Context: an optimization exercise on an open-source flow, tuned for small area, a short achievable clock period and few clock cycles per item. The choices shown serve that exercise and are no tape-out recipe. Only simulation tests tie the RTL to the original design; equivalence was not proved. Power figures rest on the tool's default switching activity, not on a simulated workload.

[design/flow/design.v]
package ssrs_pkg;
    localparam int POS_W      = 20;
    localparam int SPEED_W    = 17;
    localparam int STOP_W     = 16;
    localparam int CONFIRM_W  = 8;
    localparam int SEQ_W      = 32;
    localparam int STREAK_O_W = 16;
    localparam int IN_DATA_W  = 120;
    localparam int OUT_DATA_W = 48;
    localparam int CFG_IDX_W  = 8;
endpackage
module ssrs_mod_step #(
    parameter int R = 0
) (
    input  logic [19:0] x_i,
    input  logic [19:0] len,
    input  logic        hz,
    input  logic        en,
    output logic [19:0] x_o
);
    localparam int N = R + 1;
    logic [N-1:0] t, l, gt, lt, pgt, plt;
    logic         ge;
    always_comb
    begin
        t  = x_i[19:19-R];
        l  = len[R:0];
        gt = t & ~l;
        lt = ~t & l;
        pgt = gt;
        plt = lt;
        for (int k = 0; (1 << k) < N; k++)
            for (int i = 0; i < N; i++)
                if (((i >> k) & 1) == 1)
                begin
                    {pgt[i], plt[i]} = {pgt[i] | (~plt[i] & pgt[((i >> k) << k) - 1]),
                                        plt[i] | (~pgt[i] & plt[((i >> k) << k) - 1])};
                end
        ge  = en && hz && !plt[N-1];
        x_o = x_i;
        for (int i = 0; i < N; i++)
            x_o[19-R+i] = t[i] ^ (ge & (l[i] ^ ((i == 0) ? 1'b0 : plt[(i == 0) ? 0 : i-1])));
    end
endmodule
module ssrs_add #(
    parameter int N = 8
) (
    input  logic [N-1:0] a,
    input  logic [N-1:0] b,
    input  logic         ci,
    output logic [N-1:0] s,
    output logic         co
);
    logic [N-1:0] g, p, x;
    logic [N-1:0] gg, pp;
    logic [N:0]   c;
    always_comb
    begin
        x  = a ^ b;
        g  = a & b;
        p  = a | b;
        g[0] = g[0] | (p[0] & ci);
        gg = g;
        pp = p;
        for (int k = 0; (1 << k) < N; k++)
            for (int i = 0; i < N; i++)
                if (((i >> k) & 1) == 1)
                begin
                    gg[i] = gg[i] | (pp[i] & gg[((i >> k) << k) - 1]);
                    pp[i] = pp[i] & pp[((i >> k) << k) - 1];
                end
        c[0] = ci;
        for (int i = 0; i < N; i++)
            c[i+1] = gg[i];
        s  = x ^ c[N-1:0];
        co = c[N];
    end
endmodule
module ssrs_sub #(
    parameter int N = 8
) (
    input  logic [N-1:0] a,
    input  logic [N-1:0] b,
    output logic [N-1:0] d,
    output logic         lt
);
    logic [N-1:0] pg, pl;
    always_comb
    begin
        pg = a & ~b;
        pl = ~a & b;
        for (int k = 0; (1 << k) < N; k++)
            for (int i = 0; i < N; i++)
                if (((i >> k) & 1) == 1)
                    {pg[i], pl[i]} = {pg[i] | (~pl[i] & pg[((i >> k) << k) - 1]),
                                      pl[i] | (~pg[i] & pl[((i >> k) << k) - 1])};
        for (int i = 0; i < N; i++)
            d[i] = a[i] ^ b[i] ^ ((i == 0) ? 1'b0 : pl[(i == 0) ? 0 : i - 1]);
        lt = pl[N-1];
    end
endmodule
module ssrs_ge #(
    parameter int N = 8
) (
    input  logic [N-1:0] a,
    input  logic [N-1:0] b,
    output logic         ge
);
    logic [N-1:0] pg, pl;
    always_comb
    begin
        pg = a & ~b;
        pl = ~a & b;
        for (int k = 0; (1 << k) < N; k++)
            for (int i = 0; i < N; i++)
                if (((i >> k) & 1) == 1)
                    {pg[i], pl[i]} = {pg[i] | (~pl[i] & pg[((i >> k) << k) - 1]),
                                      pl[i] | (~pg[i] & pl[((i >> k) << k) - 1])};
        ge = !pl[N-1];
    end
endmodule
module safe_stop_release_supervisor_top #(
    parameter int POS_BITS    = 20,
    parameter int STREAK_BITS = 16
) (
    input  logic                                clk,
    input  logic                                rst_n,
    input  logic [1:0]                          s_tuser,
    input  logic [ssrs_pkg::IN_DATA_W-1:0]      s_tdata,
    input  logic                                s_tvalid,
    output logic                                s_tready,
    output logic [ssrs_pkg::OUT_DATA_W-1:0]     m_tdata,
    output logic                                m_tvalid,
    input  logic                                m_tready,
    input  logic                                cfg_valid,
    output logic                                cfg_ready,
    input  logic [ssrs_pkg::CFG_IDX_W-1:0]      cfg_index,
    input  logic [ssrs_pkg::POS_W-1:0]          cfg_data
);
    localparam logic [19:0] CUT = 20'b1111_1111_1111_1111_1110;
    localparam int F_X   = 0;
    localparam int F_EV  = 1;
    localparam int F_AV  = 2;    
    localparam int F_CAN = 3;    
    localparam int F_CS  = 4;    
    localparam int F_NEG = 6;    
    localparam int FW    = 7;
    logic advance;         
    logic out_valid;
    logic skid_valid;
    logic rdy_q;           
    assign advance   = !skid_valid;
    assign s_tready  = rdy_q;
    assign cfg_ready = 1'b1;
    logic [3:0]  cfg_we;
    logic [19:0] track_len;
    logic [19:0] pass_margin;
    logic [15:0] stop_speed;
    logic [7:0]  confirm;
    always_comb
        for (int i = 0; i < 4; i++)
            cfg_we[i] = cfg_valid && (cfg_index == 8'(i));
    always_ff @(posedge clk or negedge rst_n)
    begin
        if (!rst_n)
        begin
            track_len   <= '0;
            pass_margin <= '0;
            stop_speed  <= '0;
            confirm     <= 8'd1;
        end
        else
        begin
            if (cfg_we[0]) track_len   <= cfg_data;
            if (cfg_we[1]) pass_margin <= cfg_data;
            if (cfg_we[2]) stop_speed  <= cfg_data[15:0];
            if (cfg_we[3]) confirm     <= cfg_data[7:0];
        end
    end
    logic        take;
    logic        in_ev, in_act, in_rst;
    logic        latched;
    logic [19:0] start;
    logic [31:0] lf_cand;      
    always_comb
    begin
        take    = s_tvalid && advance;
        in_ev   = take && (s_tuser == 2'd0);
        in_act  = take && (s_tuser == 2'd1);
        in_rst  = take && (s_tuser == 2'd2);
    end
    always_ff @(posedge clk or negedge rst_n)
    begin
        if (!rst_n)
            latched <= 1'b0;
        else if (in_act)
            latched <= 1'b1;
        else if (in_rst)
            latched <= 1'b0;
    end
    always_ff @(posedge clk)
    begin
        if (in_act)
            start <= s_tdata[92:73];
        if (in_ev && latched)
            lf_cand <= s_tdata[72:41];
    end
    logic        l0_v;
    logic [1:0]  l0_kind;
    logic [19:0] l0_a;        
    logic        l0_act, l0_av, l0_can, l0_emp, l0_clr, l0_fne, l0_fnz;
    logic [16:0] l0_spd;
    always_ff @(posedge clk or negedge rst_n)
    begin
        if (!rst_n)
            l0_v <= 1'b0;
        else if (advance)
            l0_v <= s_tvalid && (s_tuser != 2'd3);
    end
    always_ff @(posedge clk)
    begin
        if (advance)
        begin
            l0_kind <= s_tuser;
            l0_a    <= s_tuser[0] ? s_tdata[112:93] : s_tdata[19:0];
            l0_act  <= latched;
            l0_av   <= s_tdata[37];
            l0_can  <= s_tdata[38];
            l0_spd  <= s_tdata[36:20];
            l0_emp  <= s_tdata[39];
            l0_clr  <= s_tdata[40];
            l0_fne  <= s_tdata[72:41] != lf_cand;
            l0_fnz  <= s_tdata[72:41] != 32'd0;
        end
    end
    logic        lf_zero;      
    logic        s1_ev, s1_ld;
    logic [19:0] s1_dd;
    logic        s1_ge;
    logic        s1_fdiff;
    logic [19:0] s1_x;
    logic [FW-1:0] s1_f;
    logic l0_nle, l0_pstop, l0_stp, l0_cc;
    ssrs_ge #(.N(17)) u_nspd (.a (~{1'b0, stop_speed}), .b (l0_spd), .ge (l0_nle));
    ssrs_ge #(.N(16)) u_pspd (.a (stop_speed), .b (l0_spd[15:0]), .ge (l0_pstop));
    assign l0_stp = l0_spd[16] ? !l0_nle : l0_pstop;
    assign l0_cc  = l0_stp && !l0_emp && l0_clr;
    logic s1_lt;
    ssrs_sub #(.N(20)) u_dist (.a (l0_a), .b (start), .d (s1_dd), .lt (s1_lt));
    assign s1_ge = !s1_lt;
    always_comb
    begin
        s1_ev    = l0_v && (l0_kind == 2'd0);
        s1_ld    = l0_v && (l0_kind != 2'd0);
        s1_fdiff = lf_zero ? l0_fnz : l0_fne;
        if (s1_ev)
            s1_x = s1_dd ^ {20{!s1_ge}};
        else if (l0_kind == 2'd1)
            s1_x = l0_a;
        else
            s1_x = '0;
        s1_f        = '0;
        s1_f[F_X]   = s1_ld || (s1_ev && l0_act);
        s1_f[F_EV]  = s1_ev;
        s1_f[F_AV]  = l0_av;
        s1_f[F_CAN] = l0_can;
        s1_f[F_CS+1:F_CS] = !l0_stp ? 2'd0 : !l0_cc ? 2'd1 : s1_fdiff ? 2'd2 : 2'd3;
        s1_f[F_NEG] = !s1_ge;
    end
    always_ff @(posedge clk)
    begin
        if (advance)
        begin
            if (s1_ld)
                lf_zero <= 1'b1;
            else if (s1_ev && l0_act)
                lf_zero <= !l0_cc;
        end
    end
    logic [19:0] hz, hz_q;
    always_ff @(posedge clk)
        for (int r = 0; r < 20; r++)
            hz_q[r] <= (r == 19) ? 1'b1 : ((track_len >> (r + 1)) == 20'd0);
    always_comb
    begin
        hz = hz_q;
        hz[0] = (track_len[19:1] == 19'd0);
        hz[1] = (track_len[19:2] == 18'd0);
    end
    logic [19:0] len_a, len_b_n, len_c, len_d_n;
    logic [3:0][19:0] len_g;
    always_ff @(posedge clk)
    begin
        if (cfg_we[0])
        begin
            len_a   <= cfg_data;
            len_b_n <= ~cfg_data;
            len_c   <= cfg_data;
            len_d_n <= ~cfg_data;
        end
    end
    assign len_g[0] = len_a;
    assign len_g[1] = ~len_b_n;
    assign len_g[2] = len_c;
    assign len_g[3] = ~len_d_n;
    logic [20:0][19:0]   xi;
    logic [19:0][19:0]   xo;
    logic [20:0][FW-1:0] fi;
    assign xi[0] = s1_x;
    assign fi[0] = s1_f;
    for (genvar r = 0; r < 20; r++)
    begin : g_row
        ssrs_mod_step #(.R(r)) u_step (
            .x_i (xi[r]),
            .len (len_g[r / 5]),
            .hz  (hz[r]),
            .en  (fi[r][F_EV]),
            .x_o (xo[r])
        );
        if (CUT[r])
        begin : g_reg
            logic [1:0]    v_q;
            logic [FW-1:2] f_q;
            logic [19:0]   x_q;
            always_ff @(posedge clk or negedge rst_n)
            begin
                if (!rst_n)
                    v_q <= 2'b00;
                else if (advance)
                    v_q <= fi[r][1:0];
            end
            always_ff @(posedge clk)
            begin
                if (advance)
                begin
                    f_q <= fi[r][FW-1:2];
                    x_q <= xo[r];
                end
            end
            assign xi[r+1] = x_q;
            assign fi[r+1] = {f_q, v_q};
        end
        else
        begin : g_wire
            assign xi[r+1] = xo[r];
            assign fi[r+1] = fi[r];
        end
    end
    logic [19:0]   e_r;
    logic [FW-1:0] e_f;
    logic          e_load, e_eva;
    logic [19:0]   danger;
    logic [19:0]   danger_next;
    logic [20:0]   pneed;          
    logic          c1, c2, c3, c4, passed;
    logic [15:0]   avoid, clear;
    logic [15:0]   avoid_next, clear_next;
    logic [7:0]    need;
    logic          cb, cc, cb_ge, cc_ge;
    assign e_r    = xi[20];
    assign e_f    = fi[20];
    assign e_load = e_f[F_X] && !e_f[F_EV];
    assign e_eva  = e_f[F_X] && e_f[F_EV];
    logic        ge1, ge_lp, lp_ok;
    logic [19:0] pneed_s;
    logic        pneed_c;
    ssrs_ge  #(.N(21)) u_c1 (.a ({e_r, 1'b0}), .b ({1'b0, track_len}), .ge (ge1));
    ssrs_ge  #(.N(21)) u_c2 (.a ({1'b0, e_r}), .b (pneed), .ge (c2));
    ssrs_ge  #(.N(21)) u_c3 (.a ({e_r, 1'b1}), .b ({1'b0, track_len}), .ge (c3));
    logic [21:0] lm, lm_s, lp, lp_n;
    logic        lm_lt, lpn_lt;
    ssrs_sub #(.N(22)) u_lm (.a ({2'b00, track_len}), .b ({2'b00, pass_margin}), .d (lm_s), .lt (lm_lt));
    ssrs_sub #(.N(22)) u_lp (.a (lm), .b ({2'b00, danger_next}), .d (lp_n), .lt (lpn_lt));
    ssrs_ge  #(.N(21)) u_c4 (.a ({1'b0, e_r}), .b (lp[20:0]), .ge (ge_lp));
    assign lp_ok = !lp[21];
    always_ff @(posedge clk)
    begin
        lm <= lm_s;
        lp <= lp_n;
    end
    ssrs_add #(.N(20)) u_pn (.a (danger_next), .b (pass_margin), .ci (1'b0), .s (pneed_s), .co (pneed_c));
    always_comb
    begin
        danger_next = e_load ? e_r : danger;
        c1     = !ge1;
        c4     = lp_ok && !ge_lp;
        passed = (track_len != 20'd0) && (e_f[F_NEG] ? (c3 && c4) : (c1 && c2));
    end
    always_ff @(posedge clk)
    begin
        danger <= danger_next;
        pneed  <= {pneed_c, pneed_s};
    end
    localparam int T_ACT = 0;
    localparam int T_PAS = 1;
    localparam int T_STP = 2;
    localparam int T_AV  = 3;
    localparam int T_CAN = 4;
    localparam int T_CI  = 5;
    localparam int T_CH  = 6;
    localparam int T_ZB  = 7;
    logic       pz;
    logic [7:0] tok_p;
    logic       tok_pv;
    logic [7:0] skid_tok;
    logic [7:0] t;
    logic       or_free, load_or, to_skid;
    logic [15:0] base_a, base_c;
    logic [15:0] avoid_inc, clear_inc;
    logic        avoid_max, clear_max;
    logic       tk_v;
    logic [7:0] tk;
    always_ff @(posedge clk or negedge rst_n)
    begin
        if (!rst_n)
            tk_v <= 1'b0;
        else if (advance)
            tk_v <= e_f[F_EV];
    end
    always_ff @(posedge clk)
    begin
        if (advance)
            tk <= {pz, e_f[F_CS+1:F_CS] == 2'd3, e_f[F_CS+1:F_CS] == 2'd2, e_f[F_CAN], e_f[F_AV],
                  e_f[F_CS+1:F_CS] != 2'd0, passed, e_f[F_X]};
    end
    always_comb
    begin
        tok_pv = advance && tk_v;
        tok_p  = tk;
        or_free = !out_valid || m_tready;
        to_skid = !or_free && tok_pv;
        load_or = or_free && (skid_valid || tok_pv);
        t       = skid_valid ? skid_tok : tok_p;
        base_a  = t[T_ZB] ? 16'd0 : avoid;
        base_c  = t[T_ZB] ? 16'd0 : clear;
    end
    ssrs_add #(.N(16)) u_ainc (.a (avoid), .b (16'd0), .ci (1'b1), .s (avoid_inc), .co (avoid_max));
    ssrs_add #(.N(16)) u_cinc (.a (clear), .b (16'd0), .ci (1'b1), .s (clear_inc), .co (clear_max));
    always_comb
    begin
        if (!t[T_ACT])
            avoid_next = base_a;
        else if (!t[T_AV])
            avoid_next = 16'd0;
        else if (t[T_ZB])
            avoid_next = 16'd1;
        else
            avoid_next = avoid_max ? avoid : avoid_inc;
        if (!t[T_ACT])
            clear_next = base_c;
        else if (t[T_CH])
            clear_next = base_c;
        else if (!t[T_CI])
            clear_next = 16'd0;
        else if (t[T_ZB])
            clear_next = 16'd1;
        else
            clear_next = clear_max ? clear : clear_inc;
        need = (confirm == 8'd0) ? 8'd1 : confirm;
    end
    ssrs_ge #(.N(16)) u_cb (.a (avoid_next), .b ({8'd0, need}), .ge (cb_ge));
    ssrs_ge #(.N(16)) u_cc (.a (clear_next), .b ({8'd0, need}), .ge (cc_ge));
    assign cb = t[T_ACT] && t[T_CAN] && cb_ge;
    assign cc = t[T_ACT] && cc_ge;
    always_ff @(posedge clk or negedge rst_n)
    begin
        if (!rst_n)
        begin
            pz         <= 1'b0;
            skid_valid <= 1'b0;
            rdy_q      <= 1'b1;
            out_valid  <= 1'b0;
            avoid      <= '0;
            clear      <= '0;
        end
        else
        begin
            if (e_load)
                pz <= 1'b1;
            else if (advance && e_f[F_EV])
                pz <= 1'b0;
            if (or_free && skid_valid)
            begin
                skid_valid <= 1'b0;
                rdy_q      <= 1'b1;
            end
            else if (to_skid)
            begin
                skid_valid <= 1'b1;
                rdy_q      <= 1'b0;
            end
            if (or_free)
                out_valid <= skid_valid || tok_pv;
            if (load_or)
            begin
                avoid <= avoid_next;
                clear <= clear_next;
            end
        end
    end
    logic       o_act, o_pass, o_stp, o_b, o_c, o_ok, o_ho;
    logic [1:0] o_cause;
    always_ff @(posedge clk)
    begin
        if (to_skid)
            skid_tok <= tok_p;
        if (load_or)
        begin
            o_act   <= t[T_ACT];
            o_pass  <= t[T_ACT] && t[T_PAS];
            o_stp   <= t[T_ACT] && t[T_STP];
            o_b     <= cb;
            o_c     <= cc;
            o_ok    <= t[T_ACT] && (t[T_PAS] || cb || cc);
            o_ho    <= !t[T_ACT] || t[T_PAS] || (!cb && cc);
            o_cause <= !t[T_ACT] ? 2'd0 : t[T_PAS] ? 2'd1 : cb ? 2'd2 : cc ? 2'd3 : 2'd0;
        end
    end
    assign m_tvalid = out_valid;
    assign m_tdata  = {6'd0, clear, avoid, o_ho, o_cause, o_ok, o_c, o_b, o_pass, o_stp, o_pass, o_act};
endmodule
[design/flow/run.sh]
#!/bin/bash
# synth_recipe.tcl (not shown) runs the flow's synth.tcl, then flattens the netlist and writes it again
# the make line also repeats each setting of config.mk as NAME=value (left out here)
make -C /OpenROAD-flow-scripts/flow DESIGN_CONFIG=/design/flow/config.mk WORK_HOME=/design/flow/orfs CLKGATE_MAP_FILE= SYNTH_SCRIPT=/design/flow/synth_recipe.tcl finish
[design/flow/config.mk]
export PLATFORM = sky130hd
export DESIGN_NAME = safe_stop_release_supervisor_top
export DESIGN_NICKNAME = safe_stop_release_supervisor_top
export VERILOG_FILES = /design/flow/design.v
export SDC_FILE = /design/flow/constraint.sdc
export NUM_CORES = 4
export LEC_CHECK = 0
export ABC_CLOCK_PERIOD_IN_PS = 2000
export CAP_MARGIN = 20
export CORE_MARGIN = 2
export CORE_UTILIZATION = 40
export SETUP_SLACK_MARGIN = 5
export SLEW_MARGIN = 20
[design/flow/constraint.sdc]
create_clock -name core_clock -period 8.0 [get_ports {clk}]
set_input_delay 1.6000 -clock core_clock [delete_from_list [all_inputs] [get_ports {clk}]]
set_output_delay 1.6000 -clock core_clock [all_outputs]
set_load 0.01 [all_outputs]
==> results of run 1 <==
[through the flow]
step           std cells  worst slack (ns)   util
6_report            5851              4.00  0.530
5_1_grt             5850              3.87  0.530
4_1_cts             5753              4.02  0.511
3_5_place_dp        5318              3.26  0.441
3_3_place_gp        5318              3.06  0.441
2_1_floorplan       3807            -0.972      -
[cell usage in the layout (no fill, tap or decap), types with 34 or more instances in the layout]
master / instances
maj3_1: 86
nor2b_1: 35
nor2_4: 37
nand2b_1: 46
mux2_2: 59
inv_1: 276
xnor2_2: 41
ha_1: 151
nand2_4: 39
xor2_1: 102
clkbuf_16: 103
o21ai_1: 43
nor3_1: 39
a31oi_1: 34
dfxtp_1: 101
edfxtp_1: 634
buf_6: 68
buf_4: 254
nor2_1: 155
a21oi_1: 110
o21ai_0: 153
xnor2_1: 305
clkdlybuf4s50_1: 141
dfrtp_1: 122
nand2_1: 286
maj3_2: 86
[worst register-to-register path: stages, from the launching register on]
cell and delay [ns]:
edfxtp_1 0.49, buf_6 0.17, buf_6 0.11, a221oi_4 0.41
o21ai_4 0.13, a311o_1 0.41, o211a_1 0.20, o32ai_4 0.26
a32oi_2 0.18, maj3_2 0.36, maj3_2 0.34, o21bai_4 0.22
buf_8 0.18, o211ai_1 0.11, xnor2_1 0.17
[power by group through the flow]
stage / Clock [mW] / Sequential (mW) / Combinational (mW)
2_1_floorplan: 0 / 6.06 / 1.64
3_3_place_gp: 0 / 6.19 / 2.09
3_5_place_dp: 0 / 6.21 / 2.13
4_1_cts: 4.49 / 6.14 / 2.59
5_1_grt: 4.67 / 6.24 / 3.13
6_report: 4.39 / 6.15 / 2.86
[flip-flops by register name, summed over array words and instances, names as in the netlist, 2 cells and up]
signal / flops
l0_spd: 17
tk: 8
l0_kind: 2
clear: 16
len_b_n: 20
danger: 20
pneed: 21
g_row.g_reg.x_q: 380
len_a: 15
lm: 21
o_cause: 2
l0_a: 20
pass_margin: 20
g_row.g_reg.f_q: 95
avoid: 16
stop_speed: 16
lp: 22
skid_tok: 8
track_len: 20
g_row.g_reg.v_q: 38
hz_q: 17
confirm: 8
start: 20
lf_cand: 32
[logic make-up after synthesis]
logic type / synth area share
AOI/OAI and AO/OA: 0.0995
xor gates and xnor gates: 0.0907
adders and majority gates: 0.0931
buffers and inverters: 0.0382
DFF: 0.560
muxes: 0.0220
other: 0.000171
and+or+nand+nor: 0.0966
[area by class of cell]
cell class,instances,area (um2),area share
Inverter,303,1180,0.0204
Timing Repair Buffer,568,5780,0.100
Antenna cell,1,2.50,0.0000434
Clock buffer,137,2720,0.0471
Clock inverter,44,397,0.00687
Multi-Input combinational cell,2507,21200,0.368
Sequential cell,876,24600,0.427
Tap cell,1414,1770,0.0307
Timing Repair inverter,1,5.00,0.0000867
[path summary, 6_finish.rpt]
kind	from	end	cells after the start
hold / removal	g_row[16].g_reg.f_q[2]$_DFFE_PN_	g_row[17].g_reg.f_q[2]$_DFFE_PN_	0
setup / recovery	len_a[2]$_DFFE_PP_	g_row[13].g_reg.x_q[9]$_DFFE_PN_	14
max in group asynchronous	rst_n	clear[3]$_DFFE_PN0P_	2
setup reg to reg	len_a[2]$_DFFE_PP_	g_row[13].g_reg.x_q[9]$_DFFE_PN_	14
hold reg to reg	g_row[16].g_reg.f_q[2]$_DFFE_PN_	g_row[17].g_reg.f_q[2]$_DFFE_PN_	0
min in group asynchronous	rst_n	clear[5]$_DFFE_PN0P_	1
[timing repair]
action	in CTS	in global routing
pin swaps	221	163
gates cloned	20	5
setup endpoints to repair	974	584
buffers inserted	234	91
hold buffers	0	0
gates resized for setup	626	289
[layer usage]
metal  vias to the layer above  wire, um
li1                      14574         -
met1                     14795     47500
met2                       683     53400
met3                       187      5440
met4                         2      3330
met5                         -        10
==> run_results.csv, run 1 <==
group,metric,value,unit
critical_path,r2r_slack,4.00,ns
pwr,sequentialPowerShare,0.459,
final_layout,drive_above_1_share,0.278,
logic_synthesis,yosys_warnings,28,
critical_path,slowest_stage,"edfxtp_1",
logic_synthesis,synth_area,43900,um2
routing,antenna_left,0,
routing,route.detailed.drc,0,
logic_synthesis,ys.flop_type,"edfxtp_1",
die,die_y,335,um
routing,first_iter_violations,2004,
logic_synthesis,ys_ff_latch,876,
global_route,grtUsageMet2,0.317,
global_route,grt.total_usage,0.188,
timing,skew,0.0286,ns
timing,maxSlewHeadroom,0.284,
global_route,gr-usage-met3,0.0336,
global_route,grt_pass1_vias,29446,
routing,vias_per_cell,5.17,
hold_path,worst_hold_path_type,"reg -> reg",
critical_path,path_class,"reg -> reg",
logic_synthesis,avgSynthCellArea,11.6,um2
clock_tree,clk_latency,0.69,ns
final_layout,final_cell_area,57700,um2
logic_synthesis,ys_top_cells_by_count,"634 x edfxtp_1, 355 x nand2_1, 349 x xnor2_1",
critical_path,path_cells,"buf_6 -> buf_6 -> a221oi_4 -> o21ai_4 -> a311o_1 -> o211a_1 -> o32ai_4 -> a32oi_2 -> maj3_2 -> maj3_2 -> o21bai_4 -> buf_8 -> o211ai_1 -> xnor2_1",
global_route,grt_use_met1,0.243,
critical_path,path_buf_inv,3,
die,start_util,0.404,
clock_tree,clk_path_buf_depth,3,
critical_path,cpPeakStageDelay,0.49,ns
timing,tightest_slew,1.07,ns
logic_synthesis,synth_top_area_frac,0.433,
pwr,swShare,0.285,
timing,rsz0062_at_grt,"true",
pwr,clkPwrFrac,0.327,
logic_synthesis,syn_inst,3802,
placed_design,numPortBuffers,191,
global_route,antenna_found_initial,6,
placed_design,hpwlAfterDp,67800,um
routing,wl,110000,um
timing,timing.hold.ws,0.398,ns
clock_tree,clk_pin_slew_worst_paths,0.06,ns
status,status,"complete, no violations",
die,num_rows,121,
routing,vias,30241,
logic_synthesis,yosys.area.top_type,"edfxtp_1",
critical_path,worstPathArrival,4.42,ns
logic_synthesis,synth.area.top_cells,"edfxtp_1 43%, dfrtp_1 7.9%, xnor2_1 7.0%",
die,die_w,335,um
routing,wl_per_cell,18.7,um
clock_tree,cts_tree,"yes",
pwr,power.internal,9.58,mW
final_layout,syn2layout_area_growth,31.3,%
final_layout,nNetsFinal,4685,
routing,firstDrtPassIters,5,
flow_run,maxCapViolations,0,
timing,tns,0,ns
die,ios,206,
logic_synthesis,synth-edff-count,634,
timing,hold_viol,0,
critical_path,crit_fanout,6,
pwr,power_leakage,23.3,nW
critical_path,critPathCaptureType,"flop",
logic_synthesis,ys_types,86,
clock_tree,cts_buffers,97,
critical_path,cp-start-kind,"flop",
timing,slew_violations,0,
global_route,grt_max_degree,174,
critical_path,crit_family,"compound AO/OA/AOI/OAI gates",
timing,fin_crit_sh,0.501,
global_route,overflow,0,
die,die_area,113000,um2
pwr,ir_worst_vdd,0.000182,V
logic_synthesis,ys_seq_area_frac,0.560,
placed_design,placed_area,48000,um2
clock_tree,cts.sinks,876,
die,coreArea,109000,um2
pwr,comb_power_share,0.213,
logic_synthesis,async_reset_ff_frac,0.161,
clock_tree,cts_max_level,3,
timing,setup_violations,0,
timing,fmax,0.250,GHz
pwr,p_per_area,232,nW/um2
logic_synthesis,synth.most_common_cell,"edfxtp_1",
global_route,grt_busiest_layer,"met2",
pwr,p_total,13.4,mW
timing,period_needed,4.00,ns
final_layout,final.fill_count,9169,
critical_path,cp_data_required_time,8.42,ns
clock_tree,ctsRootBufferMaster,"clkbuf_16",
placed_design,gp_congestion,0.832,
pwr,p_sw,3.81,mW
global_route,grt_pass1_wl,165000,um
Testbench counts, summed over its fixed seeds: cycles 24,176, items 23,331.
==> inputs of run 2 (changes only) <==
--- a/design/flow/config.mk
+++ b/design/flow/config.mk
@@ -7,3 +7,3 @@
 export LEC_CHECK = 0
-export ABC_CLOCK_PERIOD_IN_PS = 2000
+export ABC_CLOCK_PERIOD_IN_PS = 3500
 export CAP_MARGIN = 20
==> run_results.csv, run 2 <==
group,metric,value,unit
status,status,"complete, no violations",
logic_synthesis,synth.most_common_cell,"edfxtp_1",
critical_path,cp-start-kind,"flop",
global_route,overflow,0,
global_route,grt_max_degree,174,
logic_synthesis,synth_top_family_by_area,"compound AO/OA/AOI/OAI gates",
clock_tree,cts_tree,"yes",
logic_synthesis,yosys.area.top_type,"edfxtp_1",
final_layout,finalCoreUtilization,0.530,
placed_design,numPortBuffers,191,
critical_path,worstReg2RegEnd,"g_row[13].g_reg.x_q[9]$_DFFE_PN_",
die,ios,206,
routing,antenna_left,0,
final_layout,final_cell_mix,"634 x edfxtp_1, 305 x xnor2_1, 286 x nand2_1",
timing,slew_violations,0,
clock_tree,postCtsHoldBufs,0,
logic_synthesis,synth_mux_area_frac,0.0220,
clock_tree,clk_pin_slew_worst_paths,0.06,ns
critical_path,critPathCaptureType,"flop",
clock_tree,cts.sinks,876,
logic_synthesis,synth_area,43900,um2
logic_synthesis,synth_compound_area_frac,0.0995,
final_layout,syn2layout_area_growth,31.3,%
critical_path,path_cells,"buf_6 -> buf_6 -> a221oi_4 -> o21ai_4 -> a311o_1 -> o211a_1 -> o32ai_4 -> a32oi_2 -> maj3_2 -> maj3_2 -> o21bai_4 -> buf_8 -> o211ai_1 -> xnor2_1",
hold_path,min_to,"g_row[17].g_reg.f_q[2]$_DFFE_PN_",
die,die_area,113000,um2
final_layout,reg_top3,"g_row.g_reg.x_q: 380 flops, g_row.g_reg.f_q: 95 flops, g_row.g_reg.v_q: 38 flops",
global_route,grt_busiest_layer,"met2",
pwr,p_per_area,232,nW/um2
global_route,gr-usage-met3,0.0336,
pwr,p_total,13.4,mW
flow_run,maxCapViolations,0,
timing,hold_viol,0,
critical_path,worstPathArrival,4.42,ns
critical_path,critPathLaunch,"len_a[2]$_DFFE_PP_",
clock_tree,clk_path_buf_depth,3,
routing,vias_per_cell,5.17,
timing,tightest_slew,1.07,ns
timing,fin_crit_sh,0.501,
timing,maxSlewHeadroom,0.284,
final_layout,drive_above_1_share,0.278,
placed_design,hpwlAfterDp,67800,um
hold_path,worst_hold_path_type,"reg -> reg",
routing,firstDrtPassIters,5,
final_layout,largest_reg_flops,380,
critical_path,r2r_slack,4.00,ns
routing,route.detailed.drc,0,
hold_path,min_path_cells,0,
timing,rsz0062_at_grt,"true",
die,coreArea,109000,um2
timing,fmax,0.250,GHz
logic_synthesis,synth-edff-count,634,
final_layout,final.fill_count,9169,
clock_tree,ctsRootBufferMaster,"clkbuf_16",
global_route,grt_pass1_wl,165000,um
routing,first_iter_violations,2004,
timing,period_needed,4.00,ns
timing,setup_violations,0,
pwr,power_leakage,23.3,nW
routing,wl,110000,um
timing,skew,0.0286,ns
die,die_y,335,um
critical_path,r2r.worst_path.cells,14,
logic_synthesis,avgSynthCellArea,11.6,um2
global_route,grt.total_usage,0.188,
routing,vias,30241,
logic_synthesis,syn_inst,3802,
logic_synthesis,synthSimpleGateAreaFrac,0.0966,
logic_synthesis,yosys_warnings,28,
critical_path,path_class,"reg -> reg",
hold_path,hold_path.startpoint,"g_row[16].g_reg.f_q[2]$_DFFE_PN_",
logic_synthesis,synth_top_area_frac,0.433,
logic_synthesis,ys_seq_area_frac,0.560,
clock_tree,cts_buffers,97,
timing,timing.hold.ws,0.398,ns
logic_synthesis,ys_top_cells_by_count,"634 x edfxtp_1, 355 x nand2_1, 349 x xnor2_1",
global_route,grt_pass1_vias,29446,
logic_synthesis,synth.area.top_cells,"edfxtp_1 43%, dfrtp_1 7.9%, xnor2_1 7.0%",
logic_synthesis,ys_ff_latch,876,
critical_path,cpPeakStageDelay,0.49,ns
final_layout,top_register,"g_row.g_reg.x_q",
logic_synthesis,synthAdderAreaFrac,0.0931,
pwr,ir_worst_vdd,0.000182,V
logic_synthesis,ys_types,86,
die,num_rows,121,
clock_tree,clk_latency,0.69,ns
logic_synthesis,async_reset_ff_frac,0.161,
placed_design,gp_congestion,0.832,
critical_path,cp_data_required_time,8.42,ns
critical_path,crit_fanout,6,
clock_tree,cts_max_level,3,
critical_path,rr_startpoint,"len_a[2]$_DFFE_PP_",
die,start_util,0.404,
logic_synthesis,synth_xor_area_frac,0.0907,
die,die_w,335,um
routing,wl_per_cell,18.7,um
global_route,grtUsageMet2,0.317,
final_layout,nNetsFinal,4685,
final_layout,layout_commonest_cell,"edfxtp_1",
critical_path,slowest_stage,"edfxtp_1",
global_route,grt_use_met1,0.243,
global_route,antenna_found_initial,6,
logic_synthesis,ys.flop_type,"edfxtp_1",
-- run 2: cell counts after synthesis --
Identical to the previous run, type by type.
-- run 2: how the worst max path moves through the flow --
stage / cells past startpoint / slack (ns) / to
finish: 14 / 4.00 / g_row[13].g_reg.x_q[9]$_DFFE_PN_
floorplan: 3 / -0.97 / g_row[10].g_reg.f_q[2]$_DFFE_PN_
global placement: 12 / 3.06 / g_row[14].g_reg.x_q[14]$_DFFE_PN_
global route: 14 / 3.87 / g_row[13].g_reg.x_q[9]$_DFFE_PN_
detailed placement: 13 / 3.26 / o_cause[0]$_SDFFCE_PN0P_
CTS: 14 / 4.02 / g_row[13].g_reg.x_q[9]$_DFFE_PN_
-- run 2: metal layers --
metal,vias up,wire length (um)
li1,14574,-
met1,14795,47500
met2,683,53400
met3,187,5440
met4,2,3330
met5,-,10
-- run 2: kinds of logic (layout without fill, tap and decap cells) --
logic type,Yosys count,in the layout
AO/OA/AOI/OAI,686,688
XOR/XNOR,455,455
adder cells (fa/ha/maj),348,348
buffers and inverters,427,1053
flip-flops,876,876
multiplexers,89,89
other,2,8
AND/OR/NAND/NOR,919,920
-- run 2: repair_timing --
action / CTS / global route
gates resized for setup: 626 / 289
setup buffers: 234 / 91
pin swaps: 221 / 163
setup endpoints to repair: 974 / 584
cloned: 20 / 5
-- run 2: power breakdown --
group / internal [mW] / leakage, nW / switching [mW] / total, mW
combinational: 1.42 / 12.2 / 1.44 / 2.86
sequential: 5.66 / 9.64 / 0.498 / 6.15
clock: 2.51 / 1.52 / 1.88 / 4.39
-- run 2: critical path: cells and delay by family, from the launching register on --
kind | cells | cell delay [ns]
AOI/OAI and AO/OA | 8 | 1.91
adders and majority gates | 2 | 0.70
DFF | 1 | 0.49
buffers and inverters | 3 | 0.46
xor gates and xnor gates | 1 | 0.17
-- run 2: per-stage QoR --
step | worst slack (ns) | setup TNS, ns | instance area (um2) | std cells
after detailed placement | 3.26 | 0 | 48000 | 5318
after CTS | 4.02 | 0 | 55600 | 5753
after global routing | 3.87 | 0 | 57700 | 5850
final | 4.00 | 0 | 57700 | 5851
after floorplan | -0.972 | -516.92 | 44700 | 3807
after global placement | 3.06 | 0 | 48000 | 5318
-- run 2: layout make-up --
class | instances | area, um2 | share of cell area
multi-input cells | 2507 | 21200 | 0.368
clock inverters | 44 | 397 | 0.00687
inverters | 303 | 1180 | 0.0204
repair buffers | 568 | 5780 | 0.100
well taps | 1414 | 1770 | 0.0307
repair inverters | 1 | 5.00 | 0.0000867
flip-flops and latches | 876 | 24600 | 0.427
diodes | 1 | 2.50 | 0.0000434
clock buffers | 137 | 2720 | 0.0471
==> inputs of run 3 (changes only) <==
--- a/design/flow/design.v
+++ b/design/flow/design.v
@@ -297,2 +297,13 @@
             len_b_n <= ~cfg_data;
+        end
+    end
+    always_ff @(posedge clk or negedge rst_n)
+    begin
+        if (!rst_n)
+        begin
+            len_c   <= '1;
+            len_d_n <= '0;
+        end
+        else if (cfg_we[0])
+        begin
             len_c   <= cfg_data;
--- a/design/flow/config.mk
+++ b/design/flow/config.mk
@@ -7,3 +7,3 @@
 export LEC_CHECK = 0
-export ABC_CLOCK_PERIOD_IN_PS = 3500
+export ABC_CLOCK_PERIOD_IN_PS = 2000
 export CAP_MARGIN = 20
==> run_results.csv, run 3 <==
group,metric,value,unit
pwr,power_leakage,23.8,nW
timing,tightest_slew,1.21,ns
clock_tree,clk_pin_slew_worst_paths,0.06,ns
routing,firstDrtPassIters,5,
logic_synthesis,ys_types,89,
critical_path,crit_fanout,5,
routing,route.detailed.drc,0,
clock_tree,ctsRootBufferMaster,"clkbuf_16",
placed_design,gp_congestion,0.858,
pwr,p_per_area,229,nW/um2
logic_synthesis,synth.most_common_cell,"edfxtp_1",
logic_synthesis,synth-edff-count,614,
placed_design,placed_area,48400,um2
final_layout,layout_commonest_cell,"edfxtp_1",
die,die_y,337,um
final_layout,nNetsFinal,4747,
timing,hold_viol,0,
global_route,grt.total_usage,0.194,
die,die_area,114000,um2
logic_synthesis,synth.area.top_cells,"edfxtp_1 42%, dfrtp_1 9.0%, xnor2_1 6.2%",
critical_path,cp-start-kind,"flop",
clock_tree,cts.sinks,891,
routing,wl_per_cell,18.9,um
routing,first_iter_violations,2035,
timing,fmax,0.252,GHz
timing,skew,0.0243,ns
critical_path,crit_family,"adder cells",
die,num_rows,122,
die,ios,206,
final_layout,reg_top3,"g_row.g_reg.x_q: 380 flops, g_row.g_reg.f_q: 95 flops, g_row.g_reg.v_q: 38 flops",
timing,rsz0062_at_grt,"true",
routing,vias,30795,
logic_synthesis,synth_top_area_frac,0.415,
hold_path,min_path_cells,0,
pwr,ir_worst_vdd,0.000162,V
clock_tree,postCtsHoldBufs,0,
logic_synthesis,yosys.area.top_type,"edfxtp_1",
routing,vias_per_cell,5.14,
critical_path,path_class,"reg -> reg",
die,coreArea,110000,um2
global_route,grt_pass1_wl,171000,um
logic_synthesis,synth_area,44400,um2
final_layout,finalCoreUtilization,0.526,
global_route,grt_pass1_vias,29941,
flow_run,maxCapViolations,0,
global_route,overflow,0,
final_layout,final_cell_mix,"614 x edfxtp_1, 281 x nand2_1, 280 x buf_4",
critical_path,crit_cells,14,
logic_synthesis,yosys_warnings,28,
logic_synthesis,ys_seq_area_frac,0.561,
pwr,p_total,13.3,mW
critical_path,r2r.worst_path.cells,14,
critical_path,cp_data_required_time,8.42,ns
timing,fin_crit_sh,0.497,
critical_path,worstPathArrival,4.40,ns
clock_tree,cts_tree,"yes",
final_layout,drive_above_1_share,0.281,
final_layout,final_cell_area,58100,um2
logic_synthesis,avgSynthCellArea,11.6,um2
hold_path,worst_hold_path_type,"reg -> reg",
clock_tree,clk_path_buf_depth,3,
routing,wl,113000,um
logic_synthesis,syn_inst,3839,
final_layout,top_register,"g_row.g_reg.x_q",
global_route,antenna_found_initial,7,
clock_tree,clk_latency,0.69,ns
placed_design,hpwlAfterDp,71800,um
final_layout,syn2layout_area_growth,30.9,%
critical_path,cpPeakStageDelay,0.58,ns
timing,setup_violations,0,
critical_path,path_cells,"inv_4 -> maj3_2 -> maj3_2 -> maj3_2 -> maj3_2 -> maj3_2 -> maj3_2 -> o221ai_4 -> nand3_2 -> a221oi_4 -> buf_4 -> buf_12 -> nor4_2 -> xor2_1",
critical_path,cpMostUsedCell,"maj3_2",
logic_synthesis,ys_ff_latch,891,
logic_synthesis,ys.flop_type,"edfxtp_1",
placed_design,numPortBuffers,191,
status,status,"complete, no violations",
die,die_w,337,um
timing,maxSlewHeadroom,0.188,
timing,period_needed,3.98,ns
critical_path,path_buf_inv,3,
die,start_util,0.402,
critical_path,slowest_stage,"dfstp_2",
routing,antenna_left,0,
logic_synthesis,ys_top_cells_by_count,"614 x edfxtp_1, 324 x nand2_1, 315 x xnor2_1",
clock_tree,cts_buffers,99,
timing,slew_violations,0,
logic_synthesis,async_reset_ff_frac,0.198,
global_route,grt_max_degree,83,
critical_path,critPathCaptureType,"flop",
clock_tree,cts_max_level,3,
final_layout,largest_reg_flops,380,
-- run 3: final cells by class --
type,instances,area [um2]
Antenna cell,2,5.00
Clock buffer,141,2800
Clock inverter,47,448
Fill cell,9398,52300
Inverter,292,1130
Multi-Input combinational cell,2532,21200
Sequential cell,891,24900
Tap cell,1488,1860
Timing Repair Buffer,597,5690
Timing Repair inverter,3,17.5
-- run 3: worst paths after layout --
path | startpoint | end | slack, ns
setup / recovery | len_c[1]$_DFFE_PN1P_ | g_row[10].g_reg.x_q[11]$_DFFE_PN_ | 4.02
hold / removal | g_row[7].g_reg.x_q[6]$_DFFE_PN_ | g_row[8].g_reg.x_q[6]$_DFFE_PN_ | 0.40
setup reg to reg | len_c[1]$_DFFE_PN1P_ | g_row[10].g_reg.x_q[11]$_DFFE_PN_ | 4.02
hold reg to reg | g_row[7].g_reg.x_q[6]$_DFFE_PN_ | g_row[8].g_reg.x_q[6]$_DFFE_PN_ | 0.40
max in group asynchronous | rst_n | len_d_n[7]$_DFFE_PN0P_ | 5.69
min in group asynchronous | rst_n | g_row[2].g_reg.v_q[1]$_DFFE_PN0N_ | 0.94
-- run 3: per-stage QoR --
step                hold WS, ns  worst slack, ns  setup TNS (ns)  instances
detailed placement        0.405             2.64               0       5411
global placement          0.400             2.69               0       5411
finish                    0.405             4.02               0       5993
CTS                       0.402             4.06               0       5891
global route              0.402             3.90               0       5993
floorplan                 0.400            -3.09         -484.83       3844
-- run 3: logic make-up (layout without fill, tap and decap cells) --
logic type	count (synthesis)	in the layout	share of synthesized area
mux	110	110	0.0270
other cells	2	9	0.000169
buf+inv	428	1080	0.0380
simple gates	925	929	0.0963
fa+ha+maj	339	342	0.0903
flops	891	891	0.561
xor+xnor	457	457	0.0902
compound gates	687	687	0.0973
-- run 3: what timing repair did --
item	4_1_cts	5_1_grt
setup buffers	278	96
setup endpoints to repair	659	438
pin swaps	246	209
hold endpoints to repair	0	0
cloned	14	3
gates resized for setup	642	249
-- run 3: where the power goes --
group	internal, mW	total [mW]	switching, mW	leakage (nW)
combinational	1.20	2.49	1.29	12.4
sequential	5.73	6.28	0.550	9.86
clock	2.61	4.54	1.93	1.59
total	9.54	13.3	3.77	23.8
-- run 3: layer usage --
layer | wire [um] | vias to the layer above | global-route usage
met5 | 0 | - | 0
met4 | 3080 | 0 | 0.0557
met3 | 4850 | 174 | 0.0276
met2 | 54900 | 667 | 0.327
met1 | 50600 | 15224 | 0.260
li1 | - | 14730 | -
Testbench counts of run 3, summed over its fixed seeds: cycles 24,176, items 23,331.
==> inputs of run 4 (changes only) <==
--- a/design/flow/config.mk
+++ b/design/flow/config.mk
@@ -10,3 +10,3 @@
 export CORE_MARGIN = 2
-export CORE_UTILIZATION = 40
+export CORE_UTILIZATION = 60
 export SETUP_SLACK_MARGIN = 5
==> run_results.csv, run 4 <==
group,metric,value,unit
status,status,"complete, no violations",
logic_synthesis,synth_xor_area_frac,0.0902,
die,start_util,0.607,
logic_synthesis,synth.area.top_cells,"edfxtp_1 42%, dfrtp_1 9.0%, xnor2_1 6.2%",
final_layout,final_cell_mix,"614 x edfxtp_1, 296 x nand2_1, 289 x buf_4",
die,ios,206,
logic_synthesis,yosys.area.top_type,"edfxtp_1",
global_route,grt.total_usage,0.292,
logic_synthesis,async_reset_ff_frac,0.198,
routing,antenna_left,0,
timing,period_needed,4.15,ns
hold_path,worst_hold_path_type,"reg -> reg",
critical_path,path_buf_inv,2,
pwr,power.internal,9.49,mW
placed_design,hpwlAfterDp,69700,um
clock_tree,clk_latency,0.68,ns
timing,slew_violations,0,
global_route,grt_max_degree,194,
logic_synthesis,synth_compound_area_frac,0.0973,
clock_tree,cts_tree,"yes",
clock_tree,clk_path_buf_depth,3,
logic_synthesis,syn_inst,3839,
critical_path,path_class,"reg -> reg",
critical_path,cpPeakStageDelay,0.57,ns
logic_synthesis,synth.most_common_cell,"edfxtp_1",
timing,tightest_slew,1.34,ns
logic_synthesis,ys_ff_latch,891,
critical_path,cpMostUsedCell,"maj3_2",
clock_tree,cts_max_level,3,
routing,vias_per_cell,5.88,
global_route,overflow,0,
final_layout,drive_above_1_share,0.278,
timing,skew,0.0437,ns
logic_synthesis,ys_types,89,
pwr,clkPwrFrac,0.335,
logic_synthesis,synthAdderAreaFrac,0.0903,
final_layout,nNetsFinal,4729,
timing,fmax,0.241,GHz
logic_synthesis,avgSynthCellArea,11.6,um2
global_route,grt_pass1_vias,31655,
final_layout,largest_reg_flops,380,
logic_synthesis,synth_top_area_frac,0.415,
pwr,comb_power_share,0.191,
final_layout,syn2layout_area_growth,29.7,%
logic_synthesis,yosys_warnings,28,
pwr,swShare,0.288,
final_layout,layout_commonest_cell,"edfxtp_1",
placed_design,numPortBuffers,191,
die,die_area,76200,um2
die,die_w,276,um
routing,route.detailed.drc,0,
critical_path,crit_fanout,4,
pwr,p_per_area,231,nW/um2
pwr,sequentialPowerShare,0.474,
logic_synthesis,synth_mux_area_frac,0.0270,
final_layout,reg_top3,"g_row.g_reg.x_q: 380 flops, g_row.g_reg.f_q: 95 flops, g_row.g_reg.v_q: 38 flops",
logic_synthesis,ys_seq_area_frac,0.561,
logic_synthesis,synth_top_family_by_area,"compound AO/OA/AOI/OAI gates",
critical_path,worstPathArrival,4.53,ns
critical_path,path_cells,"nand2b_4 -> maj3_2 -> maj3_2 -> maj3_2 -> maj3_2 -> maj3_2 -> maj3_2 -> o221ai_4 -> nand3_2 -> a221oi_4 -> buf_6 -> buf_16 -> nor3_4 -> xor2_1",
global_route,grt_pass1_wl,174000,um
clock_tree,ctsRootBufferMaster,"clkbuf_16",
timing,timing.hold.ws,0.404,ns
flow_run,maxCapViolations,0,
timing,hold_viol,0,
critical_path,critPathCaptureType,"flop",
timing,setup_violations,0,
die,die_y,276,um
logic_synthesis,synth-edff-count,614,
timing,rsz0062_at_grt,"true",
clock_tree,cts_buffers,92,
logic_synthesis,ys_top_cells_by_count,"614 x edfxtp_1, 324 x nand2_1, 315 x xnor2_1",
pwr,p_total,13.3,mW
timing,fin_crit_sh,0.519,
clock_tree,clk_pin_slew_worst_paths,0.07,ns
die,coreArea,73100,um2
routing,wl_per_cell,21.7,um
critical_path,crit_family,"adder cells",
logic_synthesis,synth_area,44400,um2
routing,vias,31982,
logic_synthesis,synthSimpleGateAreaFrac,0.0963,
final_layout,final.fill_count,4286,
routing,firstDrtPassIters,16,
pwr,ir_worst_vdd,0.000233,V
placed_design,gp_congestion,0.870,
timing,maxSlewHeadroom,0.108,
final_layout,top_register,"g_row.g_reg.x_q",
critical_path,cp-start-kind,"flop",
clock_tree,cts.sinks,891,
routing,wl,118000,um
critical_path,cp_data_required_time,8.38,ns
die,num_rows,99,
critical_path,slowest_stage,"dfstp_2",
routing,first_iter_violations,2574,
pwr,p_sw,3.83,mW
global_route,antenna_found_initial,1,
logic_synthesis,ys.flop_type,"edfxtp_1",
pwr,power_leakage,23.7,nW
run 4: final timing paths:
| path | slack, ns | startpoint | depth (start not counted) | endpoint |
|---|---|---|---|---|
| max | 3.85 | len_c[0]$_DFFE_PN1P_ | 14 | g_row[10].g_reg.x_q[17]$_DFFE_PN_ |
| min | 0.40 | g_row[12].g_reg.x_q[5]$_DFFE_PN_ | 0 | g_row[13].g_reg.x_q[5]$_DFFE_PN_ |
| max reg2reg | 3.85 | len_c[0]$_DFFE_PN1P_ | 14 | g_row[10].g_reg.x_q[17]$_DFFE_PN_ |
| min reg2reg | 0.40 | g_row[12].g_reg.x_q[5]$_DFFE_PN_ | 0 | g_row[13].g_reg.x_q[5]$_DFFE_PN_ |
| max in group asynchronous | 5.79 | rst_n | 2 | len_d_n[3]$_DFFE_PN0P_ |
| min in group asynchronous | 0.86 | rst_n | 1 | clear[8]$_DFFE_PN0P_ |
run 4: cells by family after synthesis:
kind of cell,count (synthesis)
multiplexers,110
buffers and inverters,428
AND/OR/NAND/NOR,925
AO/OA/AOI/OAI,687
XOR/XNOR,457
flip-flops,891
other,2
adder cells (fa/ha/maj),339
run 4: metal layers:
metal	vias to the layer above	GRT usage	share of wire
met2	1133	0.501	0.50
met1	15917	0.389	0.41
li1	14717	-	-
met5	-	0	0
met4	0	0.0893	0.030
met3	215	0.0378	0.059
run 4: worst reg2reg max path: cells and delay by family (launching register included):
family / cells / cell delay [ns]
fa+ha+maj: 6 / 2.04
flops: 1 / 0.57
compound gates: 2 / 0.49
buf+inv: 2 / 0.29
simple gates: 3 / 0.25
xor+xnor: 1 / 0.20
run 4: metrics by stage:
stage | TNS, ns | util | instance area (um2) | std cells | setup WS (ns)
floorplan | -484.83 | - | 45100 | 3844 | -3.09
global placement | 0 | 0.653 | 47800 | 4881 | 3.32
detailed placement | 0 | 0.653 | 47800 | 4881 | 3.19
CTS | 0 | 0.756 | 55300 | 5316 | 3.97
global route | 0 | 0.788 | 57600 | 5435 | 3.75
finish | 0 | 0.788 | 57600 | 5436 | 3.85
run 4: timing repair:
item | in CTS | in global routing
pin swaps | 260 | 208
gates resized for setup | 567 | 281
endpoints found under the setup margin | 593 | 434
hold buffers | 0 | 0
gates cloned | 17 | 3
buffers inserted | 246 | 115
run 4: area by class of cell:
| cell class | instances | area, um2 | share of cell area |
|---|---|---|---|
| multi-input combinational | 2531 | 21400 | 0.372 |
| inverter | 292 | 1130 | 0.0196 |
| antenna | 1 | 2.50 | 0.0000435 |
| sequential | 891 | 24900 | 0.433 |
| timing repair inverter | 2 | 12.5 | 0.000217 |
| clock buffer | 120 | 2510 | 0.0436 |
| tap | 959 | 1200 | 0.0208 |
| clock inverter | 52 | 674 | 0.0117 |
| timing repair buffer | 588 | 5660 | 0.0983 |
run 4: power groups by stage:
stage | clock network [mW] | logic, mW | registers, mW
2_1_floorplan | 0 | 1.45 | 6.14
3_3_place_gp | 0 | 1.82 | 6.29
3_5_place_dp | 0 | 1.90 | 6.33
4_1_cts | 4.52 | 2.27 | 6.28
5_1_grt | 4.71 | 2.74 | 6.38
6_report | 4.46 | 2.54 | 6.31
==> inputs of run 5 (changes only) <==
--- a/design/flow/config.mk
+++ b/design/flow/config.mk
@@ -10,4 +10,4 @@
 export CORE_MARGIN = 2
-export CORE_UTILIZATION = 60
-export SETUP_SLACK_MARGIN = 5
+export CORE_UTILIZATION = 40
+export SETUP_SLACK_MARGIN = 4.2
 export SLEW_MARGIN = 20
==> run_results.csv, run 5 <==
group,metric,value,unit
final_layout,reg_top3,"g_row.g_reg.x_q: 380 flops, g_row.g_reg.f_q: 95 flops, g_row.g_reg.v_q: 38 flops",
clock_tree,clk_path_buf_depth,3,
timing,fmax,0.248,GHz
die,start_util,0.402,
logic_synthesis,async_reset_ff_frac,0.198,
global_route,antenna_found_initial,10,
routing,wl,102000,um
critical_path,critPathCaptureType,"flop",
timing,hold_viol,0,
logic_synthesis,synth-edff-count,614,
die,num_rows,122,
timing,slew_violations,0,
logic_synthesis,ys_types,89,
critical_path,slowest_stage,"dfstp_2",
clock_tree,cts_tree,"yes",
timing,skew,0.0322,ns
clock_tree,ctsRootBufferMaster,"clkbuf_16",
logic_synthesis,avgSynthCellArea,11.6,um2
pwr,power_leakage,21.5,nW
final_layout,nNetsFinal,4503,
flow_run,maxCapViolations,0,
logic_synthesis,yosys.area.top_type,"edfxtp_1",
critical_path,endpoint,"g_row[10].g_reg.x_q[17]$_DFFE_PN_",
global_route,grt_pass1_wl,158000,um
logic_synthesis,synth_top_area_frac,0.415,
final_layout,syn2layout_area_growth,21.6,%
critical_path,r2r.worst_path.cells,14,
pwr,ir_worst_vdd,0.000188,V
final_layout,layout_commonest_cell,"edfxtp_1",
logic_synthesis,syn_inst,3839,
critical_path,r2r_slack,3.97,ns
global_route,grtUsageMet2,0.300,
clock_tree,cts_buffers,99,
timing,tightest_slew,1.04,ns
timing,fin_crit_sh,0.504,
critical_path,cp_data_required_time,8.41,ns
timing,period_needed,4.03,ns
placed_design,numPortBuffers,191,
pwr,p_per_area,243,nW/um2
final_layout,top_register,"g_row.g_reg.x_q",
placed_design,hpwlAfterDp,69600,um
logic_synthesis,synth.area.top_cells,"edfxtp_1 42%, dfrtp_1 9.0%, xnor2_1 6.2%",
die,die_y,337,um
status,status,"complete, no violations",
logic_synthesis,ys.flop_type,"edfxtp_1",
critical_path,path_cells,"inv_4 -> maj3_2 -> maj3_2 -> maj3_2 -> maj3_2 -> maj3_2 -> maj3_2 -> o221ai_4 -> nand3_4 -> a221oi_4 -> buf_4 -> buf_12 -> nor3_2 -> xor2_1",
clock_tree,cts.sinks,891,
routing,vias_per_cell,5.09,
final_layout,largest_reg_flops,380,
routing,vias,29278,
placed_design,placed_area,47900,um2
routing,first_iter_violations,1780,
routing,firstDrtPassIters,5,
timing,rsz0062_at_grt,"true",
final_layout,drive_above_1_share,0.166,
final_layout,final_cell_area,54000,um2
critical_path,cpPeakStageDelay,0.59,ns
critical_path,worstPathArrival,4.45,ns
global_route,grt_busiest_layer,"met2",
critical_path,cpMostUsedCell,"maj3_2",
logic_synthesis,yosys_warnings,28,
placed_design,gp_congestion,0.847,
final_layout,final_cell_mix,"614 x edfxtp_1, 318 x nand2_1, 314 x xnor2_1",
hold_path,min_path_cells,0,
routing,wl_per_cell,17.8,um
logic_synthesis,synth.most_common_cell,"edfxtp_1",
critical_path,path_class,"reg -> reg",
die,die_area,114000,um2
final_layout,finalCoreUtilization,0.489,
routing,antenna_left,0,
timing,tns,0,ns
global_route,gr-usage-met3,0.0268,
logic_synthesis,ys_ff_latch,891,
die,ios,206,
die,coreArea,110000,um2
clock_tree,clk_latency,0.70,ns
logic_synthesis,synth_area,44400,um2
critical_path,cp-start-kind,"flop",
global_route,grt_max_degree,189,
timing,maxSlewHeadroom,0.306,
critical_path,crit_fanout,5,
critical_path,rr_startpoint,"len_c[1]$_DFFE_PN1P_",
clock_tree,clk_pin_slew_worst_paths,0.06,ns
logic_synthesis,ys_top_cells_by_count,"614 x edfxtp_1, 324 x nand2_1, 315 x xnor2_1",
hold_path,worst_hold_path_type,"reg -> reg",
timing,timing.hold.ws,0.401,ns
die,die_w,337,um
logic_synthesis,ys_seq_area_frac,0.561,
pwr,p_total,13.1,mW
global_route,grt_use_met1,0.239,
global_route,grt_pass1_vias,28453,
timing,setup_violations,0,
global_route,grt.total_usage,0.178,
clock_tree,cts_max_level,3,
critical_path,worstReg2RegEnd,"g_row[10].g_reg.x_q[17]$_DFFE_PN_",
global_route,overflow,0,
critical_path,critPathLaunch,"len_c[1]$_DFFE_PN1P_",
routing,route.detailed.drc,0,
## run 5: worst min-delay path by stage
| stage | startpoint | to | slack (ns) |
|---|---|---|---|
| 2_1_floorplan | g_row[9].g_reg.f_q[2]$_DFFE_PN_ | g_row[10].g_reg.f_q[2]$_DFFE_PN_ | 0.40 |
| 3_3_place_gp | g_row[1].g_reg.x_q[13]$_DFFE_PN_ | g_row[2].g_reg.x_q[13]$_DFFE_PN_ | 0.40 |
| 3_5_place_dp | g_row[13].g_reg.x_q[3]$_DFFE_PN_ | g_row[14].g_reg.x_q[3]$_DFFE_PN_ | 0.40 |
| 4_1_cts | g_row[1].g_reg.f_q[6]$_DFFE_PN_ | g_row[2].g_reg.f_q[6]$_DFFE_PN_ | 0.40 |
| 5_1_grt | g_row[3].g_reg.x_q[8]$_DFFE_PN_ | g_row[4].g_reg.x_q[8]$_DFFE_PN_ | 0.41 |
| 6_report | g_row[1].g_reg.f_q[6]$_DFFE_PN_ | g_row[2].g_reg.f_q[6]$_DFFE_PN_ | 0.40 |
## run 5: cell families (layout without fill, tap and decap cells)
| family | Yosys count | after routing | synth area share |
|---|---|---|---|
| DFF | 891 | 891 | 0.561 |
| and+or+nand+nor | 925 | 929 | 0.0963 |
| muxes | 110 | 110 | 0.0270 |
| other | 2 | 8 | 0.000169 |
| buffers and inverters | 428 | 836 | 0.0380 |
| xor gates and xnor gates | 457 | 457 | 0.0902 |
| AOI/OAI and AO/OA | 687 | 687 | 0.0973 |
| adders and majority gates | 339 | 342 | 0.0903 |
## run 5: final cells by class
cell class                 instances  area [um2]
timing repair buffer             356        3320
clock inverter                    43         582
antenna                            1        2.50
clock buffer                     145        2870
fill                            9759       56400
multi-input combinational       2532       19300
inverter                         292        1110
sequential                       891       24900
tap                             1488        1860
## run 5: metal layers
layer  up-vias  part of all wire
met5         -           0.00026
met4         4             0.024
met3       145             0.047
met2       622              0.48
met1     14255              0.44
li1      14252                 -
## run 5: power breakdown
group,switching [mW],internal (mW),leakage [nW]
registers,0.535,5.73,9.89
logic,1.12,0.991,9.88
clock network,1.93,2.81,1.68
## run 5: worst max-delay path, delay by kind of cell (launching register included)
kind	cells	cell delay, ns
fa+ha+maj	6	1.98
flops	1	0.59
compound gates	2	0.51
buf+inv	3	0.35
simple gates	2	0.16
xor+xnor	1	0.16
## run 5: stage by stage
step,setup slack [ns],cells
6_report,3.97,5748
4_1_cts,3.94,5685
3_3_place_gp,2.92,5418
3_5_place_dp,2.83,5418
5_1_grt,3.84,5747
2_1_floorplan,-3.09,3844
## run 5: what timing repair did
action | in CTS | in global routing
setup endpoints to repair | 298 | 287
pin swaps | 74 | 121
resized for setup | 194 | 152
cloned | 6 | 3
setup buffers | 73 | 59
hold buffers | 0 | 0
==> inputs of run 6 (changes only) <==
--- a/design/flow/config.mk
+++ b/design/flow/config.mk
@@ -11,3 +11,3 @@
 export CORE_UTILIZATION = 40
-export SETUP_SLACK_MARGIN = 4.2
+export SETUP_SLACK_MARGIN = 3.9
 export SLEW_MARGIN = 20
==> run_results.csv, run 6 <==
group,metric,value,unit
placed_design,gp_congestion,0.850,
critical_path,path_cells,"nand2b_1 -> maj3_2 -> maj3_2 -> maj3_2 -> maj3_2 -> maj3_2 -> maj3_2 -> o221ai_4 -> nand3_4 -> a221oi_4 -> buf_12 -> nor3_1 -> xor2_1",
final_layout,nNetsFinal,4397,
timing,skew,0.0320,ns
final_layout,reg_top3,"g_row.g_reg.x_q: 380 flops, g_row.g_reg.f_q: 95 flops, g_row.g_reg.v_q: 38 flops",
status,status,"complete, no violations",
final_layout,seqCellArea,24900,um2
critical_path,worstReg2RegEnd,"g_row[10].g_reg.x_q[17]$_DFFE_PN_",
critical_path,cpPeakStageDelay,0.58,ns
die,die_y,337,um
final_layout,drive_above_1_share,0.112,
flow_run,maxCapViolations,0,
hold_path,hold_path.startpoint,"g_row[1].g_reg.x_q[15]$_DFFE_PN_",
timing,tns,0,ns
critical_path,cp_data_required_time,8.39,ns
critical_path,crit_fanout,9,
timing,fin_crit_sh,0.510,
timing,setup_slack,3.92,ns
final_layout,final.fill_count,9864,
final_layout,syn2layout_area_growth,17.4,%
logic_synthesis,synth-edff-count,614,
logic_synthesis,synth_area,44400,um2
timing,period_needed,4.08,ns
routing,vias,28612,
logic_synthesis,yosys_warnings,28,
logic_synthesis,ys_ff_latch,891,
critical_path,r2r_slack,3.92,ns
clock_tree,cts_tree,"yes",
pwr,p_sw,3.45,mW
global_route,antenna_found_initial,4,
die,start_util,0.402,
placed_design,placed_area,47900,um2
final_layout,largest_reg_flops,380,
pwr,swShare,0.269,
hold_path,worst_hold_path_type,"reg -> reg",
critical_path,critPathCaptureType,"flop",
routing,first_iter_violations,1728,
clock_tree,cts_buffers,99,
die,ios,206,
pwr,p_total,12.8,mW
pwr,sequentialPowerShare,0.487,
logic_synthesis,ys_seq_area_frac,0.561,
pwr,p_per_area,246,nW/um2
logic_synthesis,ys_types,89,
placed_design,hpwlAfterDp,69800,um
critical_path,rr_startpoint,"len_c[0]$_DFFE_PN1P_",
critical_path,path_class,"reg -> reg",
die,num_rows,122,
timing,hold_viol,0,
critical_path,slowest_stage,"dfstp_2",
pwr,power.internal,9.37,mW
critical_path,cp-start-kind,"flop",
global_route,overflow,0,
global_route,grt.total_usage,0.172,
timing,slew_violations,0,
logic_synthesis,syn_inst,3839,
logic_synthesis,avgSynthCellArea,11.6,um2
routing,antenna_left,0,
die,die_w,337,um
clock_tree,postCtsHoldBufs,0,
final_layout,layout_commonest_cell,"edfxtp_1",
pwr,ir_worst_vdd,0.000159,V
pwr,comb_power_share,0.149,
die,coreArea,110000,um2
placed_design,numPortBuffers,191,
final_layout,final_cell_mix,"614 x edfxtp_1, 323 x nand2_1, 315 x xnor2_1",
global_route,grt_max_degree,143,
final_layout,finalCoreUtilization,0.472,
pwr,power_leakage,20.7,nW
clock_tree,clk_path_buf_depth,3,
hold_path,min_path_cells,0,
final_layout,top_register,"g_row.g_reg.x_q",
routing,vias_per_cell,5.07,
timing,setup_violations,0,
logic_synthesis,yosys.area.top_type,"edfxtp_1",
clock_tree,cts_max_level,3,
logic_synthesis,async_reset_ff_frac,0.198,
routing,wl_per_cell,17.3,um
timing,rsz0062_at_grt,"true",
logic_synthesis,ys.flop_type,"edfxtp_1",
logic_synthesis,synth.area.top_cells,"edfxtp_1 42%, dfrtp_1 9.0%, xnor2_1 6.2%",
routing,firstDrtPassIters,5,
logic_synthesis,synth_top_area_frac,0.415,
critical_path,r2r.worst_path.cells,13,
clock_tree,cts.sinks,891,
global_route,grt_pass1_vias,27958,
clock_tree,ctsRootBufferMaster,"clkbuf_16",
critical_path,worstPathArrival,4.47,ns
pwr,clkPwrFrac,0.365,
timing,tightest_slew,1.04,ns
final_layout,final_cell_area,52100,um2
logic_synthesis,synth.most_common_cell,"edfxtp_1",
routing,wl,97800,um
critical_path,cpMostUsedCell,"maj3_2",
clock_tree,clk_pin_slew_worst_paths,0.06,ns
final_layout,multi_input_area,18300,um2
global_route,grt_pass1_wl,154000,um
clock_tree,clk_latency,0.69,ns
timing,maxSlewHeadroom,0.308,
timing,fmax,0.245,GHz
routing,route.detailed.drc,0,
logic_synthesis,ys_top_cells_by_count,"614 x edfxtp_1, 324 x nand2_1, 315 x xnor2_1",
hold_path,min_to,"g_row[2].g_reg.x_q[15]$_DFFE_PN_",
placed_design,place_ws,2.91,ns
die,die_area,114000,um2
[run 6: kinds of logic after synthesis]
family                   share of synthesized area
AO/OA/AOI/OAI                               0.0973
XOR/XNOR                                    0.0902
adder cells (fa/ha/maj)                     0.0903
buffers and inverters                       0.0380
flip-flops                                   0.561
multiplexers                                0.0270
other                                     0.000169
AND/OR/NAND/NOR                             0.0963
[run 6: worst max path at each step]
stage          cells past startpoint                    from                                end  slack (ns)
2_1_floorplan                     12  skid_valid$_DFFE_PN0P_           o_cause[1]$_SDFFCE_PP0P_       -3.09
3_3_place_gp                      12  len_d_n[6]$_DFFE_PN0P_   g_row[19].g_reg.x_q[4]$_DFFE_PN_        3.03
3_5_place_dp                      12  len_d_n[6]$_DFFE_PN0P_   g_row[19].g_reg.x_q[5]$_DFFE_PN_        2.91
4_1_cts                           11  len_d_n[8]$_DFFE_PN0P_   g_row[19].g_reg.x_q[5]$_DFFE_PN_        3.87
5_1_grt                           13    len_c[0]$_DFFE_PN1P_  g_row[10].g_reg.x_q[15]$_DFFE_PN_        3.79
6_report                          13    len_c[0]$_DFFE_PN1P_  g_row[10].g_reg.x_q[17]$_DFFE_PN_        3.92
[run 6: layout make-up]
class / instances / share of cell area
flip-flops and latches: 891 / 0.478
well taps: 1488 / 0.0357
repair buffers: 254 / 0.0476
clock inverters: 49 / 0.0104
repair inverters: 1 / 0.0000961
diodes: 1 / 0.0000480
inverters: 292 / 0.0214
clock buffers: 137 / 0.0546
multi-input cells: 2527 / 0.352
[run 6: routing by layer]
metal	up-vias	track usage	wire, um
met5	-	0	0
met4	0	0.0466	1940
met3	132	0.0241	4160
met2	600	0.292	46900
met1	13845	0.231	44800
li1	14035	-	-
[run 6: stage by stage]
stage	hold slack, ns	instances
3_5_place_dp	0.405	5416
6_report	0.403	5640
2_1_floorplan	0.400	3844
3_3_place_gp	0.400	5416
5_1_grt	0.407	5639
4_1_cts	0.394	5618
[run 6: power groups by stage]
stage | combinational [mW] | clock [mW] | sequential [mW]
floorplan | 1.39 | 0 | 6.13
global placement | 1.78 | 0 | 6.30
detailed placement | 1.82 | 0 | 6.32
CTS | 1.88 | 4.81 | 6.23
global route | 2.15 | 4.98 | 6.33
finish | 1.91 | 4.67 | 6.24
[run 6: what timing repair did]
item | 4_1_cts | 5_1_grt
gates resized for setup | 59 | 68
endpoints found under the setup margin | 386 | 188
cloned | 3 | 1
buffers inserted | 13 | 20
endpoints found under the hold margin | 0 | 0
pin swaps | 8 | 21
[run 6: critical path, delay by kind of cell (launching register included)]
kind                     cells  cell delay, ns
AO/OA/AOI/OAI                2            0.49
XOR/XNOR                     1            0.17
adder cells (fa/ha/maj)      6            2.07
buffers and inverters        1            0.16
flip-flops                   1            0.58
AND/OR/NAND/NOR              3            0.30

[port drivers added, routing unchanged]
Ports are ideal in the flow. The routed layouts listed here were re-timed in OpenROAD.
Step 1 sets driving cells, clkbuf_16 on the clock port and buf_2 on the other inputs (assumed; they add their load-dependent delay and slew).
Step 2 also shifts input and output timing later by t, the mid clock arrival at the registers, as if the neighbouring blocks saw the same clock.
Slacks: ideal ports / drivers / drivers and shift; pairs: ideal ports / drivers.
run	t (ns)	setup slack, ns	worst hold slack (ns)	worst setup path at the end	slew at the worst register clock pin (ns)
run 1	0.744	3.995 / 3.995 / 3.995	0.398 / 0.398 / 0.398	register to register	0.06 / 0.06
run 2	0.744	3.995 / 3.995 / 3.995	0.398 / 0.398 / 0.398	register to register	0.06 / 0.06
run 3	0.746	4.024 / 4.024 / 4.024	0.405 / 0.405 / 0.405	register to register	0.07 / 0.07
run 4	0.728	3.851 / 3.851 / 3.851	0.404 / 0.404 / 0.404	register to register	0.07 / 0.07
run 5	0.750	3.966 / 3.966 / 3.773	0.401 / 0.401 / 0.401	input to register	0.07 / 0.07
run 6	0.741	3.923 / 3.923 / 3.829	0.403 / 0.403 / 0.403	input to register	0.07 / 0.07
After both steps every run listed still meets setup and hold. The setup slack of run 5, which loses most, moves by 0.000 ns with the drivers and by -0.193 ns with both steps.
